Context: an optimization exercise on an open-source flow, tuned for small area, a short achievable clock period and few clock cycles per item. The choices shown serve that exercise and are no tape-out recipe.
Where RTL was checked, it was by simulation tests only, not by an equivalence proof against the original.
No activity file was given, so power comes from the tool's default toggle rates.

==> flow/design.v <==
package tlg_pkg;
    localparam int GRID_DIM = 16;
    localparam int ROW_W    = $clog2(GRID_DIM);
    localparam int BIRTH_COUNT   = 3;
    localparam int SURVIVE_COUNT = 2;
    localparam int STEP_LAST = GRID_DIM + 2;
    localparam int CLR_LAST  = GRID_DIM - 1;
    localparam int CNT_W     = $clog2(STEP_LAST + 1);
    typedef logic [GRID_DIM-1:0] t_row_word;
    typedef logic [ROW_W-1:0]    t_row_addr;
    typedef logic [CNT_W-1:0]    t_cnt;
    typedef logic [3:0]          t_nbr_cnt;
    typedef enum logic [2:0] {
        REQ_READ   = 3'd0,
        REQ_WRITE  = 3'd1,
        REQ_TOGGLE = 3'd2,
        REQ_STEP   = 3'd3,
        REQ_CLEAR  = 3'd4
    } t_req_type;
    typedef enum logic [2:0] {
        ST_INIT,
        ST_IDLE,
        ST_CELL_RD,
        ST_CELL_WR,
        ST_STEP,
        ST_CLEAR,
        ST_DONE
    } t_state;
    typedef struct packed {
        logic      we;
        t_row_addr waddr;
        t_row_word wdata;
        logic      re;
        t_row_addr raddr;
    } t_ram_req;
endpackage
module tlg_row_ram (
    input  logic              i_clk,
    input  tlg_pkg::t_ram_req i_req,
    output tlg_pkg::t_row_word o_rdata
);
    tlg_pkg::t_row_word r_mem [0:tlg_pkg::GRID_DIM-1];
    tlg_pkg::t_row_word r_rdata;
    always_ff @(posedge i_clk) begin
        if (i_req.we) begin
            r_mem[i_req.waddr] <= i_req.wdata;
        end
    end
    always_ff @(posedge i_clk) begin
        if (i_req.re) begin
            r_rdata <= r_mem[i_req.raddr];
        end
    end
    assign o_rdata = r_rdata;
endmodule
module tlg_fa (
    input  logic i_a,
    input  logic i_b,
    input  logic i_c,
    output logic o_s,
    output logic o_k
);
    assign o_s = i_a ^ i_b ^ i_c;
    assign o_k = (i_a & i_b) | (i_a & i_c) | (i_b & i_c);
endmodule
module tlg_row_rule (
    input  tlg_pkg::t_row_word i_above,
    input  tlg_pkg::t_row_word i_center,
    input  tlg_pkg::t_row_word i_below,
    input  logic               i_step,
    input  tlg_pkg::t_row_word i_other,
    output tlg_pkg::t_row_word o_next
);
    localparam int N = tlg_pkg::GRID_DIM;
    tlg_pkg::t_row_word s, k;
    for (genvar c = 0; c < N; c++) begin : g_v
        tlg_fa u_v (.i_a(i_above[c]), .i_b(i_center[c]), .i_c(i_below[c]), .o_s(s[c]), .o_k(k[c]));
    end
    for (genvar c = 0; c < N; c++) begin : g_col
        localparam int L = (c + N - 1) % N;
        localparam int R = (c + 1) % N;
        logic x0, x1, y0, y1, u;
        tlg_fa u_x (.i_a(s[L]), .i_b(s[c]), .i_c(s[R]), .o_s(x0), .o_k(x1));
        tlg_fa u_y (.i_a(k[L]), .i_b(k[c]), .i_c(k[R]), .o_s(y0), .o_k(y1));
        assign u = x1 ^ y0;
        assign o_next[c] = !i_step ? i_other[c]
                         : x0 ? (u && !y1) : (i_center[c] && !u && (x1 ^ y1));
    end
endmodule
module toroidal_life_grid_engine_core (
    input  logic       i_clk,
    input  logic       i_rst_n,
    input  logic       s_axis_tvalid,
    output logic       s_axis_tready,
    input  logic [15:0] s_axis_tdata,   
    input  logic [2:0] s_axis_tuser,    
    output logic       m_axis_tvalid,
    input  logic       m_axis_tready,
    output logic [7:0] m_axis_tdata     
);
    localparam int N = tlg_pkg::GRID_DIM;
    localparam int H = N / 2;
    localparam int QD = 4;               
    tlg_pkg::t_row_word r_live  [0:N-1];
    tlg_pkg::t_row_word r_prior [0:N-1];
    logic         x_valid;     
    logic         x_cell;      
    logic         x_step;      
    logic         x_tog;
    logic         x_wr;        
    logic         x_val;       
    logic         x_pclr;      
    logic [3:0]   x_col;
    logic [N-1:0] x_rrow;      
    logic         x_wt;        
    logic         x_all;       
    logic [N-1:0] x_rsel;      
    logic [N-1:0] x_csel;      
    logic         r_step2;     
    logic         r_pclr;      
    logic [2:0]   r_cnt;       
    logic [2:0]   r_owed;      
    logic         r_ready;
    logic         r_ovalid;
    logic [1:0]   r_q [0:QD-1];
    logic         accept, deliver;
    logic [2:0]   code;
    assign accept  = s_axis_tvalid && r_ready;
    assign deliver = r_ovalid && m_axis_tready;
    assign code    = s_axis_tuser;
    always_ff @(posedge i_clk) begin
        x_col <= s_axis_tdata[3:0];
        x_tog <= i_rst_n && (code == tlg_pkg::REQ_TOGGLE);
        x_wt  <= accept && ((code == tlg_pkg::REQ_WRITE) || (code == tlg_pkg::REQ_TOGGLE));
        x_all <= !i_rst_n || (accept && (code == tlg_pkg::REQ_CLEAR));
        x_wr  <= !i_rst_n || (code == tlg_pkg::REQ_WRITE) || (code == tlg_pkg::REQ_CLEAR);
        x_val <= i_rst_n && (code == tlg_pkg::REQ_WRITE) && s_axis_tdata[8];
        for (int i = 0; i < N; i++) begin
            x_rrow[i] <= (s_axis_tdata[7:4] == 4'(i));
        end
        if (!i_rst_n) begin
            x_valid <= 1'b0;
            x_cell  <= 1'b0;
            x_step  <= 1'b0;
            x_pclr  <= 1'b1;
            r_step2 <= 1'b0;
            r_pclr  <= 1'b0;
        end else begin
            x_valid <= accept;
            x_cell  <= accept && ((code == tlg_pkg::REQ_READ) || (code == tlg_pkg::REQ_WRITE)
                                  || (code == tlg_pkg::REQ_TOGGLE));
            x_step  <= accept && (code == tlg_pkg::REQ_STEP);
            x_pclr  <= accept && (code == tlg_pkg::REQ_CLEAR);
            r_step2 <= x_step;
            r_pclr  <= x_pclr;
        end
    end
    tlg_pkg::t_row_word live_row, prior_row, new_row, wr_row;
    always_comb begin
        live_row  = '0;
        prior_row = '0;
        for (int r = 0; r < N; r++) begin
            live_row  = live_row  | ({N{x_rrow[r]}} & r_live[r]);
            prior_row = prior_row | ({N{x_rrow[r]}} & r_prior[r]);
        end
    end
    assign new_row  = x_tog ? ~live_row : (x_wr ? {N{x_val}} : live_row);
    for (genvar i = 0; i < N; i++) begin : g_sel
        assign x_rsel[i] = x_all || (x_wt && x_rrow[i]);
        assign x_csel[i] = x_all || (x_col == 4'(i));
    end
    assign wr_row   = (x_csel & new_row) | (~x_csel & live_row);
    tlg_pkg::t_row_word above0, below7;
    assign above0 = r_step2 ? r_prior[H-1] : r_live[N-1];
    assign below7 = r_step2 ? r_prior[0]   : r_live[H];
    tlg_pkg::t_row_word half_next [0:H-1];    
    logic stepping;
    assign stepping = x_step || r_step2;
    for (genvar j = 0; j < H; j++) begin : g_rule
        tlg_row_rule u_rule (
            .i_above  ((j == 0)     ? above0 : r_live[j - 1]),
            .i_center (r_live[j]),
            .i_below  ((j == H - 1) ? below7 : r_live[j + 1]),
            .i_step   (stepping),
            .i_other  (wr_row),
            .o_next   (half_next[j])
        );
    end
    always_ff @(posedge i_clk) begin
        for (int r = 0; r < N; r++) begin
            if (r < H) begin
                if (stepping) begin
                    r_live[r] <= r_live[r + H];
                end else if (x_rsel[r]) begin
                    r_live[r] <= wr_row;
                end
            end else if (stepping || x_rsel[r]) begin
                r_live[r] <= half_next[r - H];
            end
            if (((r < H) ? x_step : r_step2) || r_pclr) begin
                r_prior[r] <= r_live[r % H];
            end
        end
    end
    logic       z_valid;
    logic [1:0] res;
    always_ff @(posedge i_clk) begin
        res <= {x_cell && !r_pclr && prior_row[x_col], x_cell && wr_row[x_col]};
        if (!i_rst_n) begin
            z_valid <= 1'b0;
        end else begin
            z_valid <= x_valid;
        end
    end
    logic [2:0] cnt_next, owed_next;
    always_comb begin
        cnt_next = r_cnt;
        if (z_valid && !deliver) cnt_next = r_cnt + 3'd1;
        if (!z_valid && deliver) cnt_next = r_cnt - 3'd1;
        owed_next = r_owed;
        if (accept && !deliver) owed_next = r_owed + 3'd1;
        if (!accept && deliver) owed_next = r_owed - 3'd1;
    end
    always_ff @(posedge i_clk) begin
        if (!i_rst_n) begin
            r_cnt    <= '0;
            r_owed   <= '0;
            r_ovalid <= 1'b0;
            r_ready  <= 1'b1;
        end else begin
            r_cnt    <= cnt_next;
            r_owed   <= owed_next;
            r_ovalid <= (cnt_next != 3'd0);
            r_ready  <= (owed_next < 3'(QD)) && !(accept && (code == tlg_pkg::REQ_STEP));
        end
    end
    always_ff @(posedge i_clk) begin
        for (int i = 0; i < QD; i++) begin
            if (z_valid && (3'(i) == r_cnt - 3'(deliver))) begin
                r_q[i] <= res;
            end else if (deliver && i < QD - 1) begin
                r_q[i] <= r_q[i+1];
            end
        end
    end
    assign s_axis_tready = r_ready;
    assign m_axis_tvalid = r_ovalid;
    assign m_axis_tdata  = {6'b0, r_q[0]};
endmodule
Settings: LEC_CHECK=0, CAP_MARGIN=20, CORE_MARGIN=2, CORE_UTILIZATION=40, SETUP_SLACK_MARGIN=2.0, SLEW_MARGIN=20, SYNTH_HIERARCHICAL=1, SYNTH_MINIMUM_KEEP_SIZE=0; clock period 5.0 ns.
run.sh (not shown) runs the stock make flow with config.mk's settings and CLKGATE_MAP_FILE= SYNTH_SCRIPT=/design/flow/synth_recipe.tcl, a recipe that flattens the netlist after the stock synthesis.
Change:
--- a/flow/design.v
+++ b/flow/design.v
@@ -98,11 +98,11 @@
     input  logic       m_axis_tready,
     output logic [7:0] m_axis_tdata     
 );
     localparam int N = tlg_pkg::GRID_DIM;
     localparam int H = N / 2;
-    localparam int QD = 4;               
+    localparam int QD = 3;               
     tlg_pkg::t_row_word r_live  [0:N-1];
     tlg_pkg::t_row_word r_prior [0:N-1];
     logic         x_valid;     
     logic         x_cell;      
     logic         x_step;      
@@ -200,25 +200,17 @@
             if (((r < H) ? x_step : r_step2) || r_pclr) begin
                 r_prior[r] <= r_live[r % H];
             end
         end
     end
-    logic       z_valid;
     logic [1:0] res;
-    always_ff @(posedge i_clk) begin
-        res <= {x_cell && !r_pclr && prior_row[x_col], x_cell && wr_row[x_col]};
-        if (!i_rst_n) begin
-            z_valid <= 1'b0;
-        end else begin
-            z_valid <= x_valid;
-        end
-    end
+    assign res = {x_cell && !r_pclr && prior_row[x_col], x_cell && wr_row[x_col]};
     logic [2:0] cnt_next, owed_next;
     always_comb begin
         cnt_next = r_cnt;
-        if (z_valid && !deliver) cnt_next = r_cnt + 3'd1;
-        if (!z_valid && deliver) cnt_next = r_cnt - 3'd1;
+        if (x_valid && !deliver) cnt_next = r_cnt + 3'd1;
+        if (!x_valid && deliver) cnt_next = r_cnt - 3'd1;
         owed_next = r_owed;
         if (accept && !deliver) owed_next = r_owed + 3'd1;
         if (!accept && deliver) owed_next = r_owed - 3'd1;
     end
     always_ff @(posedge i_clk) begin
@@ -234,11 +226,11 @@
             r_ready  <= (owed_next < 3'(QD)) && !(accept && (code == tlg_pkg::REQ_STEP));
         end
     end
     always_ff @(posedge i_clk) begin
         for (int i = 0; i < QD; i++) begin
-            if (z_valid && (3'(i) == r_cnt - 3'(deliver))) begin
+            if (x_valid && (3'(i) == r_cnt - 3'(deliver))) begin
                 r_q[i] <= res;
             end else if (deliver && i < QD - 1) begin
                 r_q[i] <= r_q[i+1];
             end
         end
After rerunning: Maximum frequency climbs by 2.5%; cell count climbs by 0.59%; design area climbs by 1.2%; power climbs by 4.9%; routed wire length climbs by 1.5%; count of clock-buffer cells in the layout drops by 14; die area drops by 0.35%.
Testbench counts after the change, summed over its fixed seeds: cycles 5,843, items 4,800.
Only the layout flow was run in the first run of this note; the RTL was not checked for function there.

-- afterwards: timing with drivers on the ports --
In the flow no input, the clock included, has a driving cell. The finished layouts below were timed again as built, in two steps. Step 1 (the two cells are an assumption about what drives the block):
set clk [get_ports {i_clk}]
set_driving_cell -lib_cell sky130_fd_sc_hd__clkbuf_16 $clk
set_driving_cell -lib_cell sky130_fd_sc_hd__buf_2 [delete_from_list [all_inputs] $clk]
Step 2 adds t to the input delays and takes it off the output delays; t is the mean of the earliest and latest rising clock arrival at the registers after step 1. Input paths then give back, and output paths get back, about the clock's delay inside the block. Slacks: no drivers / after step 1 / after step 2; pairs: no drivers / after step 1.
run	t (ns)	slack for setup (ns)	worst setup path after step 2	worst slew at a driven data input, ns
the first run	0.690	1.849 / 1.849 / 1.644	input to register	0.05
the second run	0.704	1.925 / 1.925 / 1.536	input to register	0.09
After both steps setup and hold are still met in every run listed. The setup slack of the second run, which loses most, moves by 0.000 ns with the drivers and by -0.389 ns with both steps.
